Context: an optimization exercise on an open-source flow, tuned for small area. The choices shown serve that exercise and are no tape-out recipe. Function was checked by simulation only, so behaviour that the tests miss may differ from the original. No activity file was given, so power comes from the tool's default toggle rates.

11-22:
## beta_regfile_hazard
module beta_regfile_hazard #(
  parameter int WIDTH      = 32,
  parameter int NREGS      = 32,
  parameter int NRD        = 2,
  parameter int NSTAGES    = 3,
  parameter int LOAD_STAGE = 2,
  parameter int ZERO_REG   = NREGS - 1,
  parameter int AW         = $clog2(NREGS)
) (
  input  wire logic                     clk,
  input  wire logic                     rst,
  input  wire logic                     dec_valid,
  input  wire logic [NRD*AW-1:0]        dec_ra,
  input  wire logic [NRD-1:0]           dec_ruse,
  input  wire logic [AW-1:0]            dec_rc,
  input  wire logic                     dec_wen,
  input  wire logic                     dec_is_load,
  input  wire logic                     flush,
  input  wire logic [NSTAGES*WIDTH-1:0] byp_data,
  output      logic [NRD*WIDTH-1:0]     rd,
  output      logic                     stall
);
For scale: ~1000 flip-flops, roughly 180 I/O pins.
==> module beta_regfile_hazard, before the edit <==
module beta_regfile_hazard #(
  parameter int WIDTH      = 32,
  parameter int NREGS      = 32,
  parameter int NRD        = 2,
  parameter int NSTAGES    = 3,
  parameter int LOAD_STAGE = 2,
  parameter int ZERO_REG   = NREGS - 1,
  parameter int AW         = $clog2(NREGS)
) (
  input  wire logic                     clk,
  input  wire logic                     rst,
  input  wire logic                     dec_valid,
  input  wire logic [NRD*AW-1:0]        dec_ra,
  input  wire logic [NRD-1:0]           dec_ruse,
  input  wire logic [AW-1:0]            dec_rc,
  input  wire logic                     dec_wen,
  input  wire logic                     dec_is_load,
  input  wire logic                     flush,
  input  wire logic [NSTAGES*WIDTH-1:0] byp_data,
  output      logic [NRD*WIDTH-1:0]     rd,
  output      logic                     stall
);
  localparam logic [AW-1:0] ZERO_ADDR = AW'(ZERO_REG);
  localparam int NR = NREGS - 1;   
  logic [NSTAGES-1:0]         stg_v_q;
  logic [NSTAGES-1:0]         stg_ld_q;
  logic [NSTAGES-1:0][AW-1:0] stg_rc_q;
  logic [NR-1:0][WIDTH-1:0] mem_q;
  logic [NR-1:0]            wr_q;
  logic [NR-1:0]            we;
  logic [NR-1:0]            avail;
  logic [NRD-1:0] hazard;
  logic           stall_w;
  logic           accept_w;
  for (genvar i = 0; i < NRD; i++) begin : g_rd
    logic [AW-1:0]      ra;
    logic               nz;
    logic [NSTAGES-1:0] hit;
    logic [NSTAGES-1:0] fsel;
    logic [NR-1:0]      rsel;
    logic [WIDTH-1:0]   acc;
    assign ra = dec_ra[i*AW +: AW];
    assign nz = (ra != ZERO_ADDR);
    for (genvar k = 0; k < NSTAGES; k++) begin : g_hit
      assign hit[k] = nz && stg_v_q[k] && (stg_rc_q[k] == ra);
    end
    assign fsel[0] = hit[0];
    assign fsel[1] = hit[1] && !hit[0];
    assign fsel[2] = hit[2] && !hit[1] && !hit[0];
    for (genvar r = 0; r < NR; r++) begin : g_sel
      assign rsel[r] = avail[r] && (ra == AW'(r));
    end
    localparam int NG = (NR + 2) / 3;   
    logic [3*NG-1:0]         gsel;
    logic [3*NG*WIDTH-1:0]   gdat;
    assign gsel = (3*NG)'(rsel);
    assign gdat = (3*NG*WIDTH)'(mem_q);
    for (genvar b = 0; b < WIDTH; b++) begin : g_bit
      logic [NG:0] grp_n;   
      beta_rf_aoi222 u_fwd (
        .a1(fsel[0]), .a2(byp_data[b]),
        .b1(fsel[1]), .b2(byp_data[WIDTH + b]),
        .c1(fsel[2]), .c2(byp_data[2*WIDTH + b]),
        .y(grp_n[NG]));
      for (genvar g = 0; g < NG; g++) begin : g_grp
        if (3*g + 2 < NR) begin : g_full
          beta_rf_aoi222 u_aoi (
            .a1(gsel[3*g]),   .a2(gdat[(3*g)*WIDTH + b]),
            .b1(gsel[3*g+1]), .b2(gdat[(3*g+1)*WIDTH + b]),
            .c1(gsel[3*g+2]), .c2(gdat[(3*g+2)*WIDTH + b]),
            .y(grp_n[g]));
        end else begin : g_part
          assign grp_n[g] = !((gsel[3*g]   && gdat[(3*g)*WIDTH + b]) ||
                              (gsel[3*g+1] && gdat[(3*g+1)*WIDTH + b]) ||
                              (gsel[3*g+2] && gdat[(3*g+2)*WIDTH + b]));
        end
      end
      assign acc[b] = !(&grp_n);
    end
    assign rd[i*WIDTH +: WIDTH] = acc;
    assign hazard[i] = (hit[0] && stg_ld_q[0]) ||
                       (hit[1] && !hit[0] && stg_ld_q[1]);
  end
  assign stall_w  = dec_valid && !flush && |(dec_ruse & hazard);
  assign accept_w = dec_valid && dec_wen && !stall_w && !flush &&
                    (dec_rc != ZERO_ADDR);
  assign stall    = stall_w;
  always_ff @(posedge clk or posedge rst) begin
    if (rst) begin
      stg_v_q <= '0;
    end else begin
      stg_v_q[0] <= accept_w;
      stg_v_q[1] <= stg_v_q[0] && !flush;
      stg_v_q[2] <= stg_v_q[1];
    end
  end
  always_ff @(posedge clk) begin
    stg_ld_q[0] <= dec_is_load;
    stg_rc_q[0] <= dec_rc;
    for (int k = 1; k < NSTAGES; k++) begin
      stg_ld_q[k] <= stg_ld_q[k-1];
      stg_rc_q[k] <= stg_rc_q[k-1];
    end
  end
  for (genvar r = 0; r < NR; r++) begin : g_av
    logic [NSTAGES-1:0] inflight;
    for (genvar k = 0; k < NSTAGES; k++) begin : g_k
      assign inflight[k] = stg_v_q[k] && (stg_rc_q[k] == AW'(r));
    end
    assign avail[r] = wr_q[r] && !(|inflight);
  end
  for (genvar r = 0; r < NR; r++) begin : g_wr
    assign we[r] = stg_v_q[NSTAGES-1] && (stg_rc_q[NSTAGES-1] == AW'(r));
    always_ff @(posedge clk) begin
      if (we[r]) mem_q[r] <= byp_data[(NSTAGES-1)*WIDTH +: WIDTH];
    end
    always_ff @(posedge clk or posedge rst) begin
      if (rst)        wr_q[r] <= 1'b0;
      else if (we[r]) wr_q[r] <= 1'b1;
    end
  end
endmodule
==> flow/config.mk <==
export PLATFORM = sky130hd
export DESIGN_NAME = beta_regfile_hazard
export DESIGN_NICKNAME = beta_regfile_hazard
export VERILOG_FILES = /design/flow/design.v
export SDC_FILE = /design/flow/constraint.sdc
export NUM_CORES = 4
export LEC_CHECK = 0
export CAP_MARGIN = 20
export CORE_MARGIN = 2
export CORE_UTILIZATION = 70
export GPL_TIMING_DRIVEN = 1
export SLEW_MARGIN = 20
export SYNTH_HIERARCHICAL = 1
==> flow/constraint.sdc <==
create_clock -name core_clock -period 6.5 [get_ports {clk}]
set_input_delay 1.3000 -clock core_clock [delete_from_list [all_inputs] [get_ports {clk}]]
set_output_delay 1.3000 -clock core_clock [all_outputs]
set_load 0.01 [all_outputs]
standard.sh (not shown) runs the stock make flow with config.mk's settings and CLKGATE_MAP_FILE= SYNTH_SCRIPT=/design/flow/synth_recipe.tcl, a recipe that flattens the netlist after the stock synthesis.
==> flow/flow/run.sh <==
#!/bin/bash
# The standard ORFS layout (standard.sh, unchanged synthesis) with two
# changes: ports are buffered with buf_1 instead of a delay buffer, and CTS
# uses larger sink clusters and no dummy loads.
set -euo pipefail
bash standard.sh \
  "BUFFER_PORTS_ARGS=-buffer_cell sky130_fd_sc_hd__buf_1" \
  "CTS_ARGS=-sink_clustering_enable -repair_clock_nets -dont_use_dummy_load -buf_list {sky130_fd_sc_hd__clkbuf_8 sky130_fd_sc_hd__clkbuf_16} -sink_clustering_size 30 -sink_clustering_max_diameter 80" \
  finish > orfs_make.log 2>&1
### 11-22 -> 05-25
--- a/flow/design.v
+++ b/flow/design.v
@@ -26,33 +26,34 @@
   logic [NSTAGES-1:0]         stg_v_q;
   logic [NSTAGES-1:0]         stg_ld_q;
   logic [NSTAGES-1:0][AW-1:0] stg_rc_q;
   logic [NR-1:0][WIDTH-1:0] mem_q;
   logic [NR-1:0]            wr_q;
   logic [NR-1:0]            we;
-  logic [NR-1:0]            avail;
   logic [NRD-1:0] hazard;
   logic           stall_w;
   logic           accept_w;
   for (genvar i = 0; i < NRD; i++) begin : g_rd
     logic [AW-1:0]      ra;
     logic               nz;
     logic [NSTAGES-1:0] hit;
     logic [NSTAGES-1:0] fsel;
+    logic               msel;
     logic [NR-1:0]      rsel;
     logic [WIDTH-1:0]   acc;
     assign ra = dec_ra[i*AW +: AW];
     assign nz = (ra != ZERO_ADDR);
     for (genvar k = 0; k < NSTAGES; k++) begin : g_hit
       assign hit[k] = nz && stg_v_q[k] && (stg_rc_q[k] == ra);
     end
     assign fsel[0] = hit[0];
     assign fsel[1] = hit[1] && !hit[0];
     assign fsel[2] = hit[2] && !hit[1] && !hit[0];
+    assign msel = !(|hit);
     for (genvar r = 0; r < NR; r++) begin : g_sel
-      assign rsel[r] = avail[r] && (ra == AW'(r));
+      assign rsel[r] = wr_q[r] && (ra == AW'(r));
     end
     localparam int NG = (NR + 2) / 3;   
     logic [3*NG-1:0]         gsel;
     logic [3*NG*WIDTH-1:0]   gdat;
     assign gsel = (3*NG)'(rsel);
     assign gdat = (3*NG*WIDTH)'(mem_q);
@@ -73,13 +74,13 @@
         end else begin : g_part
           assign grp_n[g] = !((gsel[3*g]   && gdat[(3*g)*WIDTH + b]) ||
                               (gsel[3*g+1] && gdat[(3*g+1)*WIDTH + b]) ||
                               (gsel[3*g+2] && gdat[(3*g+2)*WIDTH + b]));
         end
       end
-      assign acc[b] = !(&grp_n);
+      assign acc[b] = !grp_n[NG] || (msel && !(&grp_n[NG-1:0]));
     end
     assign rd[i*WIDTH +: WIDTH] = acc;
     assign hazard[i] = (hit[0] && stg_ld_q[0]) ||
                        (hit[1] && !hit[0] && stg_ld_q[1]);
   end
   assign stall_w  = dec_valid && !flush && |(dec_ruse & hazard);
@@ -100,19 +101,12 @@
     stg_rc_q[0] <= dec_rc;
     for (int k = 1; k < NSTAGES; k++) begin
       stg_ld_q[k] <= stg_ld_q[k-1];
       stg_rc_q[k] <= stg_rc_q[k-1];
     end
   end
-  for (genvar r = 0; r < NR; r++) begin : g_av
-    logic [NSTAGES-1:0] inflight;
-    for (genvar k = 0; k < NSTAGES; k++) begin : g_k
-      assign inflight[k] = stg_v_q[k] && (stg_rc_q[k] == AW'(r));
-    end
-    assign avail[r] = wr_q[r] && !(|inflight);
-  end
   for (genvar r = 0; r < NR; r++) begin : g_wr
     assign we[r] = stg_v_q[NSTAGES-1] && (stg_rc_q[NSTAGES-1] == AW'(r));
     always_ff @(posedge clk) begin
       if (we[r]) mem_q[r] <= byp_data[(NSTAGES-1)*WIDTH +: WIDTH];
     end
     always_ff @(posedge clk or posedge rst) begin
[summary]
- 05-25 vs. 11-22: routability-driven placement congestion ratio moved down, number of cells in the design after placement moved up, clock period minus final worst setup slack moved up, data arrival time of the worst path moved up.
- Compared to 11-22, 05-25 has cell area after placement about 0.4% higher.
- The non-clock inverter instance count of the final layout in 05-25 sits 8 below the value recorded for 11-22.
- In 05-25, via count of the first global-routing pass is lower than in 11-22.
- Delta (05-25 minus 11-22): power density relative to cell area roughly the same; flip-flop and latch share of the layout cell area decreased 0.45 points.
- Global-route met3 utilization on 05-25 is down relative to 11-22.

separate check: timing with driven ports:
Ports are ideal in the flow. The routed layouts listed here were re-timed in OpenROAD.
Step 1: set_driving_cell puts a clkbuf_16 on clk and a buf_2 on each other input, an assumption about the parent block.
Step 2 moves the port delays by t, midway between the first and last clock arrival at a register: inputs arrive t later, outputs are due t later. That takes back most of the time a late clock gives input paths.
Slacks: ideal ports / drivers / drivers and shift; pairs: ideal ports / drivers.
run	t (ns)	setup WS [ns]	worst hold slack (ns)	worst slew at a driven data input, ns	pins driven straight from the clock port
11-22	0.656	0.554 / 0.491 / 0.582	0.380 / 0.380 / 0.380	0.09	1
05-25	0.679	0.214 / 0.178 / 0.178	0.363 / 0.363 / 0.363	0.05	1
After both steps every run listed still meets setup and hold. The setup slack of 05-25, which loses most, moves by -0.036 ns with the drivers and by -0.036 ns with both steps.
